Context: an optimization exercise on an open-source flow, tuned for small area, a short achievable clock period and few clock cycles per item. The choices shown serve that exercise and are no tape-out recipe. RTL that was checked went through simulation tests only; none was proved equivalent to the original. Power is estimated from default activity; no workload was simulated.

// booth_mult_top
module booth_mult_top (
	input  logic                          clk,
	input  logic                          reset,
	input  logic                          in_valid,
	input  logic signed [16-1:0] multiplicand,
	input  logic signed [16-1:0] multiplier,
	output logic                          out_valid,
	output logic signed [32-1:0] product
);
Size: ~940 cells after synthesis, ~68 I/O pins, about 9800 sq um of cells after synthesis.
clock: 5.5 ns
lec_check: 0
cap_margin: 20
core_margin: 2
core_utilization: 40
setup_slack_margin: 2.5
slew_margin: 20
run.sh (not shown) runs the stock make flow with config.mk's settings and CLKGATE_MAP_FILE= SYNTH_SCRIPT=/design/flow/synth_recipe.tcl, a recipe that flattens the netlist after the stock synthesis.
The first run completed without violations.
Testbench counts at the start, summed over its fixed seeds: cycles 24,016, items 24,000.
Then changed:
--- a/flow/config.mk
+++ b/flow/config.mk
@@ -9,4 +9,4 @@
 export CORE_MARGIN = 2
 export CORE_UTILIZATION = 40
-export SETUP_SLACK_MARGIN = 2.5
+export SETUP_SLACK_MARGIN = 3.3
 export SLEW_MARGIN = 20
- die area does not change
- clock skew increases by 0.0098 ns
- cell area increases by 18%
- synthesized cell count does not change
- global-route usage increases by 2.0 points
- final cell count increases by 8.3%


Setup of north:
Another version of the RTL of booth_mult_top (not shown whole).
For scale: roughly 950 cells after synthesis, roughly 230 flip-flops, roughly 68 I/O pins.
==> flow/design.v (excerpt) <==
module booth_mult_top (
	input  logic                          clk,
	input  logic                          reset,
	input  logic                          in_valid,
	input  logic signed [16-1:0] multiplicand,
	input  logic signed [16-1:0] multiplier,
	output logic                          out_valid,
	output logic signed [32-1:0] product
);
	logic [2:0] vld_r;
	always_ff @(posedge clk) begin
		if (reset) begin
			vld_r <= '0;
			out_valid <= 1'b0;
		end else begin
			vld_r <= {vld_r[1:0], in_valid};
			out_valid <= vld_r[2];
		end
	end
	logic [15:0] md_r;
	logic [7:0]  one_r, two_r, neg_r;
	logic [7:0]  one_d, two_d, neg_d;
	booth_recoder u_rec (.multiplier(multiplier), .one(one_d), .two(two_d), .neg(neg_d));
	always_ff @(posedge clk) begin
		md_r  <= multiplicand;
		one_r <= one_d;
		two_r <= two_d;
		neg_r <= neg_d;
	end
	logic pp_0_0;
	logic pp_0_1;
	logic pp_0_2;
	logic pp_0_3;
	logic pp_0_4;
	logic pp_0_5;
	logic pp_0_6;
	logic pp_0_7;
	logic pp_0_8;
	logic pp_0_9;
	logic pp_0_10;
	logic pp_0_11;
	logic pp_0_12;
	logic pp_0_13;
	logic pp_0_14;
	logic pp_0_15;
	logic pp_0_16;
	logic pps_0;
	logic pp_1_0;
	logic pp_1_1;
	logic pp_1_2;
	logic pp_1_3;
	logic pp_1_4;
	logic pp_1_5;
	logic pp_1_6;
	logic pp_1_7;
	logic pp_1_8;
	logic pp_1_9;
	logic pp_1_10;
	logic pp_1_11;
	logic pp_1_12;
	logic pp_1_13;
	logic pp_1_14;
	logic pp_1_15;
	logic pp_1_16;
	logic pps_1;
	logic pp_2_0;
	logic pp_2_1;
	logic pp_2_2;
	logic pp_2_3;
	logic pp_2_4;
	logic pp_2_5;
	logic pp_2_6;
	logic pp_2_7;
	logic pp_2_8;
	logic pp_2_9;
	logic pp_2_10;
  ...
==> flow/config.mk <==
export PLATFORM = sky130hd
export DESIGN_NAME = booth_mult_top
export DESIGN_NICKNAME = booth_mult_top
export VERILOG_FILES = /design/flow/design.v
export SDC_FILE = /design/flow/constraint.sdc
export NUM_CORES = 4
export LEC_CHECK = 0
export CAP_MARGIN = 20
export CORE_MARGIN = 2
export CORE_UTILIZATION = 40
export CTS_BUF_LIST = sky130_fd_sc_hd__clkbuf_4 sky130_fd_sc_hd__clkbuf_8
export SETUP_SLACK_MARGIN = 3.3
export SLEW_MARGIN = 20
==> flow/constraint.sdc <==
create_clock -name core_clock -period 5.5 [get_ports {clk}]
set_input_delay 1.1000 -clock core_clock [delete_from_list [all_inputs] [get_ports {clk}]]
set_output_delay 1.1000 -clock core_clock [all_outputs]
set_load 0.01 [all_outputs]
standard.sh (not shown) runs the stock make flow with config.mk's settings and CLKGATE_MAP_FILE= SYNTH_SCRIPT=/design/flow/synth_recipe.tcl, a recipe that flattens the netlist after the stock synthesis.
==> flow/flow/run.sh <==
#!/bin/bash
# Layout flow: the standard ORFS flow, with the smallest buffer (buf_1) as the port buffers
# instead of the delay buffer that buffer_ports picks by default. Each tool's output goes to
# the ORFS logs under orfs/ and to standard.log here.
set -euo pipefail
export BUFFER_PORTS_ARGS="-buffer_cell sky130_fd_sc_hd__buf_1"
bash standard.sh > standard.log 2>&1
> inputs changed (north -> south)
Settings: clearing CTS_BUF_LIST, which used to be sky130_fd_sc_hd__clkbuf_4 sky130_fd_sc_hd__clkbuf_8.
==> flow/flow/run.sh <==
#!/bin/bash
# Layout flow: the standard ORFS flow (standard.sh) with three changes:
#  - port buffers are buf_1 instead of the delay buffer that buffer_ports picks by default;
#  - clock tree: larger sink clusters of clkbuf_8 leaves and no dummy loads;
#  - power recovery after global routing (downsizes cells off the critical paths).
# Every tool's output goes to the ORFS logs under orfs/ and to standard.log here.
set -euo pipefail
export BUFFER_PORTS_ARGS="-buffer_cell sky130_fd_sc_hd__buf_1"
export CTS_ARGS="-sink_clustering_enable -repair_clock_nets -buf_list sky130_fd_sc_hd__clkbuf_8 -sink_clustering_size 20 -sink_clustering_max_diameter 60 -dont_use_dummy_load"
export RECOVER_POWER=0
bash standard.sh > standard.log 2>&1
Findings:
north has a higher post-route core utilization than south.
On fmax, south does better than north.
Fraction of power consumed by the clock network for south: 9.8 points down relative to north
The clock input transition at the sequential cells of the worst setup and hold paths in south sits 0.05 ns above the value recorded for north.
Final standard cell count with taps included and fillers excluded ended up about 3% lower on south than on north.
Sort south and north by data-path buffer share of cell area in the final layout, descending, and south comes first.
Function was not checked in any run of this note: the RTL went through the layout flow alone.


rev 12:
booth_mult_top, a different RTL version from the one above (not shown whole).
For scale: roughly 850 cells after synthesis, about 0.010 sq mm of cells after synthesis.
// booth_mult_top
module booth_mult_top (
	input  logic                          clk,
	input  logic                          reset,
	input  logic                          in_valid,
	input  logic signed [16-1:0] multiplicand,
	input  logic signed [16-1:0] multiplier,
	output logic                          out_valid,
	output logic signed [32-1:0] product
);
clock: 5.5 ns
lec_check: 0
cap_margin: 20
core_margin: 2
core_utilization: 50
setup_slack_margin: 3.4
slew_margin: 20
==> flow/flow/run.sh <==
#!/bin/bash
# Layout flow: the standard ORFS flow (standard.sh), unchanged synthesis, with these changes:
#  - after synthesis, polarity.py re-chooses the polarity of full adders and xor gates so that
#    fewer inverters are needed (registers and all other cells are left as they are);
#  - port buffers are buf_1 instead of the delay buffer that buffer_ports picks by default;
#  - clock tree: sink clusters of up to 36 registers under sky130_fd_sc_hd__clkbuf_16 leaves, no dummy loads.
# Each tool writes its full output to a log here: synth.log, polarity.log, standard.log
# (and ORFS's own logs under orfs/).
set -euo pipefail
R=orfs/results/sky130hd/booth_mult_top/base
bash standard.sh synth > synth.log 2>&1
cp $R/1_2_yosys.v $R/1_2_yosys_std.v
python3 flow/polarity.py $R/1_2_yosys_std.v $R/1_2_yosys.v > polarity.log 2>&1
rm -f $R/1_synth.odb $R/1_synth.sdc
export BUFFER_PORTS_ARGS="-buffer_cell sky130_fd_sc_hd__buf_1"
export CTS_ARGS="-sink_clustering_enable -repair_clock_nets -buf_list sky130_fd_sc_hd__clkbuf_16 -sink_clustering_size 36 -sink_clustering_max_diameter 100 -dont_use_dummy_load"
bash standard.sh > standard.log 2>&1
Other scripts of this flow, unchanged in this note and not shown: flow/flow/polarity.py
Rev 12: full flow OK, the timing, design-rule and antenna checks passed
Testbench counts of rev 12, summed over its fixed seeds: cycles 24,024, items 24,000.
What rev 13 does differently from rev 12 at the input level:
- PLACE_DENSITY: unset -> 0.75
diff --git a/flow/flow/run.sh b/flow/flow/run.sh
--- a/flow/flow/run.sh
+++ b/flow/flow/run.sh
@@ -4,5 +4,5 @@
 #    fewer inverters are needed (registers and all other cells are left as they are);
 #  - port buffers are buf_1 instead of the delay buffer that buffer_ports picks by default;
-#  - clock tree: sink clusters of up to 36 registers under sky130_fd_sc_hd__clkbuf_16 leaves, no dummy loads.
+#  - clock tree: sink clusters of up to 20 registers under sky130_fd_sc_hd__clkbuf_8 leaves, no dummy loads.
 # Each tool writes its full output to a log here: synth.log, polarity.log, standard.log
 # (and ORFS's own logs under orfs/).
@@ -14,4 +14,4 @@
 rm -f $R/1_synth.odb $R/1_synth.sdc
 export BUFFER_PORTS_ARGS="-buffer_cell sky130_fd_sc_hd__buf_1"
-export CTS_ARGS="-sink_clustering_enable -repair_clock_nets -buf_list sky130_fd_sc_hd__clkbuf_16 -sink_clustering_size 36 -sink_clustering_max_diameter 100 -dont_use_dummy_load"
+export CTS_ARGS="-sink_clustering_enable -repair_clock_nets -buf_list sky130_fd_sc_hd__clkbuf_8 -sink_clustering_size 20 -sink_clustering_max_diameter 60 -dont_use_dummy_load"
 bash standard.sh > standard.log 2>&1
--- outcome ---
Rev 13 ran to completion and came out clean on the timing, design-rule and antenna checks. Rev 13 vs rev 12 — clock power dropped by a few percent. Between rev 13 and rev 12, the total power does not differ in any meaningful way. Relative to rev 12, the cell area of rev 13 is higher by 55 sq um.


alpha:
Another version of the RTL of booth_mult_top (not shown whole).
Size in the first run: ~10000 sq um of cells after synthesis.
clock: 5.5 ns
lec_check: 0
cap_margin: 20
core_margin: 2
core_utilization: 40
setup_slack_margin: 3.3
slew_margin: 20
==> flow/flow/run.sh <==
#!/bin/bash
# Layout flow: the standard ORFS flow (standard.sh), unchanged synthesis, with these changes:
#  - after synthesis, polarity.py re-chooses the polarity of full adders and xor gates so that
#    fewer inverters are needed (registers and all other cells are left as they are);
#  - port buffers are buf_1 instead of the delay buffer that buffer_ports picks by default;
#  - clock tree: sink clusters of up to 20 registers under sky130_fd_sc_hd__clkbuf_8 leaves, no dummy loads.
# Each tool writes its full output to a log here: synth.log, polarity.log, standard.log
# (and ORFS's own logs under orfs/).
set -euo pipefail
R=orfs/results/sky130hd/booth_mult_top/base
bash standard.sh synth > synth.log 2>&1
cp $R/1_2_yosys.v $R/1_2_yosys_std.v
python3 flow/polarity.py $R/1_2_yosys_std.v $R/1_2_yosys.v > polarity.log 2>&1
rm -f $R/1_synth.odb $R/1_synth.sdc
export BUFFER_PORTS_ARGS="-buffer_cell sky130_fd_sc_hd__buf_1"
export CTS_ARGS="-sink_clustering_enable -repair_clock_nets -buf_list sky130_fd_sc_hd__clkbuf_8 -sink_clustering_size 20 -sink_clustering_max_diameter 60 -dont_use_dummy_load"
bash standard.sh > standard.log 2>&1
Other scripts of this flow, unchanged in this note and not shown: flow/flow/polarity.py
Testbench counts of alpha, summed over its fixed seeds: cycles 24,024, items 24,000.
Relative to alpha, the following input files were edited for beta:
Settings: SETUP_SLACK_MARGIN changed from 3.3 to 3.5.
--- outcome ---
When beta is measured against alpha, its arrival time reported for the critical path endpoint turns out 1.52 ns lower.
Between beta and alpha, it is beta whose fmax is higher, by 1.6%.
Clock-buffer cell count (higher): alpha
Global-route met2 utilization in beta is 1.6 points higher than in alpha
The core of beta is more densely filled than that of alpha.
Summary: worst setup slack, beta better than alpha
Higher total global routing track utilization goes to beta over alpha.
dfxtp_2 as the cell at the slowest stage of the critical path was reported by alpha, and dfxtp_1 by beta.
Quantity of I/O buffers inserted on ports: alpha vs beta identical


zinc:
Another version of the RTL of booth_mult_top (not shown whole).
Size: about 880 cells after synthesis, ~68 I/O pins.
Settings: LEC_CHECK=0, CAP_MARGIN=20, CORE_MARGIN=2, CORE_UTILIZATION=40, SETUP_SLACK_MARGIN=3.3, SLEW_MARGIN=20; clock period 5.5 ns.
==> flow/flow/run.sh <==
#!/bin/bash
# Layout flow: the standard ORFS flow (standard.sh), unchanged synthesis, with these changes:
#  - after synthesis, polarity.py re-chooses the polarity of full adders and xor gates so that
#    fewer inverters are needed (registers and all other cells are left as they are);
#  - port buffers are buf_1 instead of the delay buffer that buffer_ports picks by default;
#  - clock tree: sink clusters of up to 12 registers under sky130_fd_sc_hd__clkbuf_4 leaves, no dummy loads.
# Each tool writes its full output to a log here: synth.log, polarity.log, standard.log
# (and ORFS's own logs under orfs/).
set -euo pipefail
R=orfs/results/sky130hd/booth_mult_top/base
bash standard.sh synth > synth.log 2>&1
cp $R/1_2_yosys.v $R/1_2_yosys_std.v
python3 flow/polarity.py $R/1_2_yosys_std.v $R/1_2_yosys.v > polarity.log 2>&1
rm -f $R/1_synth.odb $R/1_synth.sdc
export BUFFER_PORTS_ARGS="-buffer_cell sky130_fd_sc_hd__buf_1"
export CTS_ARGS="-sink_clustering_enable -repair_clock_nets -buf_list sky130_fd_sc_hd__clkbuf_4 -sink_clustering_size 12 -sink_clustering_max_diameter 40 -dont_use_dummy_load"
bash standard.sh > standard.log 2>&1
Other scripts of this flow, unchanged in this note and not shown: flow/flow/polarity.py
zinc: PASS, flow complete, no timing, DRC or antenna violations
Testbench counts of zinc, summed over its fixed seeds: cycles 24,024, items 24,000.
For raven, these inputs were changed with respect to zinc:
- SETUP_SLACK_MARGIN now 3.2, was 3.3
==> flow/flow/run.sh <==
#!/bin/bash
# Layout flow: the standard ORFS flow (standard.sh), unchanged synthesis, with these changes:
#  - after synthesis, polarity.py re-chooses the polarity of full adders and xor gates so that
#    fewer inverters are needed (registers and all other cells are left as they are);
#  - port buffers are buf_1 instead of the delay buffer that buffer_ports picks by default;
#  - clock tree: sink clusters of up to 20 registers under clkbuf_8 leaves, no dummy loads.
# Each tool writes its full output to a log here: synth.log, polarity.log, standard.log
# (and ORFS's own logs under orfs/).
set -euo pipefail
R=orfs/results/sky130hd/booth_mult_top/base
bash standard.sh synth > synth.log 2>&1
cp $R/1_2_yosys.v $R/1_2_yosys_std.v
python3 flow/polarity.py $R/1_2_yosys_std.v $R/1_2_yosys.v > polarity.log 2>&1
rm -f $R/1_synth.odb $R/1_synth.sdc
export BUFFER_PORTS_ARGS="-buffer_cell sky130_fd_sc_hd__buf_1"
export CTS_ARGS="-sink_clustering_enable -repair_clock_nets -buf_list sky130_fd_sc_hd__clkbuf_8 -sink_clustering_size 20 -sink_clustering_max_diameter 60 -dont_use_dummy_load"
bash standard.sh > standard.log 2>&1
Notes after the runs:
Diff zinc..raven | first-pass detailed-route iteration total | unchanged. For height of the die, raven and zinc come out practically identical. raven against zinc: switching power share of the total flat, fraction of area in clock buffers and inverters went up by 0.26 points, total power fell 0.98%. raven ended up with dfxtp_1 as its cell at the slowest stage of the critical path; zinc ended up with dfxtp_2. raven: total number of cells along the worst setup path 8 above zinc.
## Diff of input files: lagoon against raven
- changing SETUP_SLACK_MARGIN from 3.2 to 3.5
==> comparison <==
Every stage of the flow completed for lagoon, and the final layout passed the timing, design-rule and antenna checks. Compared with raven, in lagoon final area up 1700 µm², portion of total power attributed to combinational logic climbed 4.3 points, count of clock buffers in the final design lost about 5%, total stage count of the critical path climbed 1. From lagoon to raven, count of sequential standard cells did not move at all. On via total after detailed routing: lagoon sits above raven. lagoon against raven: initial cell density of the core closely matched the old numbers; via-per-instance ratio increased about 2.7%; clock network area share down 0.43 points; tightest hold margin went up by 20 ps.


booth_mult_top again, from the RTL that the note above started with.
export LEC_CHECK = 0
export CAP_MARGIN = 20
export CORE_MARGIN = 2
export CORE_UTILIZATION = 40
export SETUP_SLACK_MARGIN = 3.3
export SLEW_MARGIN = 20
create_clock -name core_clock -period 5.5 [get_ports {clk}]
==> flow/flow/run.sh <==
#!/bin/bash
# Layout flow: the standard ORFS flow (standard.sh), unchanged synthesis, with these changes:
#  - after synthesis, polarity.py re-chooses the polarity of full adders and xor gates so that
#    fewer inverters are needed (registers and all other cells are left as they are);
#  - port buffers are buf_1 instead of the delay buffer that buffer_ports picks by default;
#  - clock tree: sink clusters of up to 20 registers under clkbuf_8 leaves, no dummy loads.
# Each tool writes its full output to a log here: synth.log, polarity.log, standard.log
# (and ORFS's own logs under orfs/).
set -euo pipefail
R=orfs/results/sky130hd/booth_mult_top/base
bash standard.sh synth > synth.log 2>&1
cp $R/1_2_yosys.v $R/1_2_yosys_std.v
python3 flow/polarity.py $R/1_2_yosys_std.v $R/1_2_yosys.v > polarity.log 2>&1
rm -f $R/1_synth.odb $R/1_synth.sdc
export BUFFER_PORTS_ARGS="-buffer_cell sky130_fd_sc_hd__buf_1"
export CTS_ARGS="-sink_clustering_enable -repair_clock_nets -buf_list sky130_fd_sc_hd__clkbuf_8 -sink_clustering_size 20 -sink_clustering_max_diameter 60 -dont_use_dummy_load"
bash standard.sh > standard.log 2>&1
Other scripts of this flow, unchanged in this note and not shown: flow/flow/polarity.py
Testbench counts at the start, summed over its fixed seeds: cycles 24,024, items 24,000.
Change:
--- a/flow/flow/run.sh
+++ b/flow/flow/run.sh
@@ -6 +6 @@
-#  - clock tree: sink clusters of up to 20 registers under clkbuf_8 leaves, no dummy loads.
+#  - clock tree: sink clusters of up to 32 registers under sky130_fd_sc_hd__clkbuf_16 leaves, no dummy loads.
@@ -16 +16 @@
-export CTS_ARGS="-sink_clustering_enable -repair_clock_nets -buf_list sky130_fd_sc_hd__clkbuf_8 -sink_clustering_size 20 -sink_clustering_max_diameter 60 -dont_use_dummy_load"
+export CTS_ARGS="-sink_clustering_enable -repair_clock_nets -buf_list sky130_fd_sc_hd__clkbuf_16 -sink_clustering_size 32 -sink_clustering_max_diameter 80 -dont_use_dummy_load"
Count of clock-buffer cells in the layout fell by 6. Cell area rose by 0.67%. Critical path depth is unchanged. Utilization rose by 0.29 points. First-iteration DRC count rose by 18%. Global-route usage barely changes. Cell count fell by 0.48%. Power rose by 2.4%. Maximum frequency is about the same.

[re-timing with driven ports]
The results above use ideal ports. As a check the final layouts listed here were re-extracted and re-timed, cells and wires unchanged.
Step 1 sets driving cells, clkbuf_16 on the clock port and buf_2 on the other inputs (assumed; they add their load-dependent delay and slew).
Step 2, shift: input delay + t, output delay - t, t = (earliest + latest rising clock arrival at the registers) / 2. This alone moves slack from input paths to output paths.
a / b / c = no drivers / after step 1 / after step 2; a / b = the first two.
run | t (ns) | slack for setup (ns) | slew at the worst register clock pin (ns) | cell pins on the clock port's net
the first run of note 1 | 0.468 | 2.557 / 2.557 / 2.557 | 0.07 / 0.07 | 1
the second run of note 1 | 0.472 | 2.794 / 2.794 / 2.794 | 0.07 / 0.07 | 1
north | 0.567 | 3.239 / 3.239 / 3.239 | 0.07 / 0.07 | 1
south | 0.545 | 3.261 / 3.261 / 3.261 | 0.11 / 0.11 | 1
rev 12 | 0.501 | 3.423 / 3.398 / 3.423 | 0.13 / 0.13 | 1
rev 13 | 0.535 | 3.425 / 3.385 / 3.425 | 0.12 / 0.12 | 1
alpha | 0.559 | 3.372 / 3.345 / 3.372 | 0.11 / 0.11 | 1
beta | 0.548 | 3.406 / 3.362 / 3.406 | 0.11 / 0.11 | 1
zinc | 0.626 | 3.322 / 3.279 / 3.386 | 0.12 / 0.12 | 1
raven | 0.560 | 3.309 / 3.271 / 3.309 | 0.11 / 0.11 | 1
lagoon | 0.562 | 3.357 / 3.357 / 3.357 | 0.10 / 0.10 | 1
the first run of note 6 | 0.539 | 3.365 / 3.343 / 3.365 | 0.11 / 0.11 | 1
the second run of note 6 | 0.506 | 3.370 / 3.350 / 3.370 | 0.11 / 0.11 | 1
After both steps setup and hold are still met in every run listed.
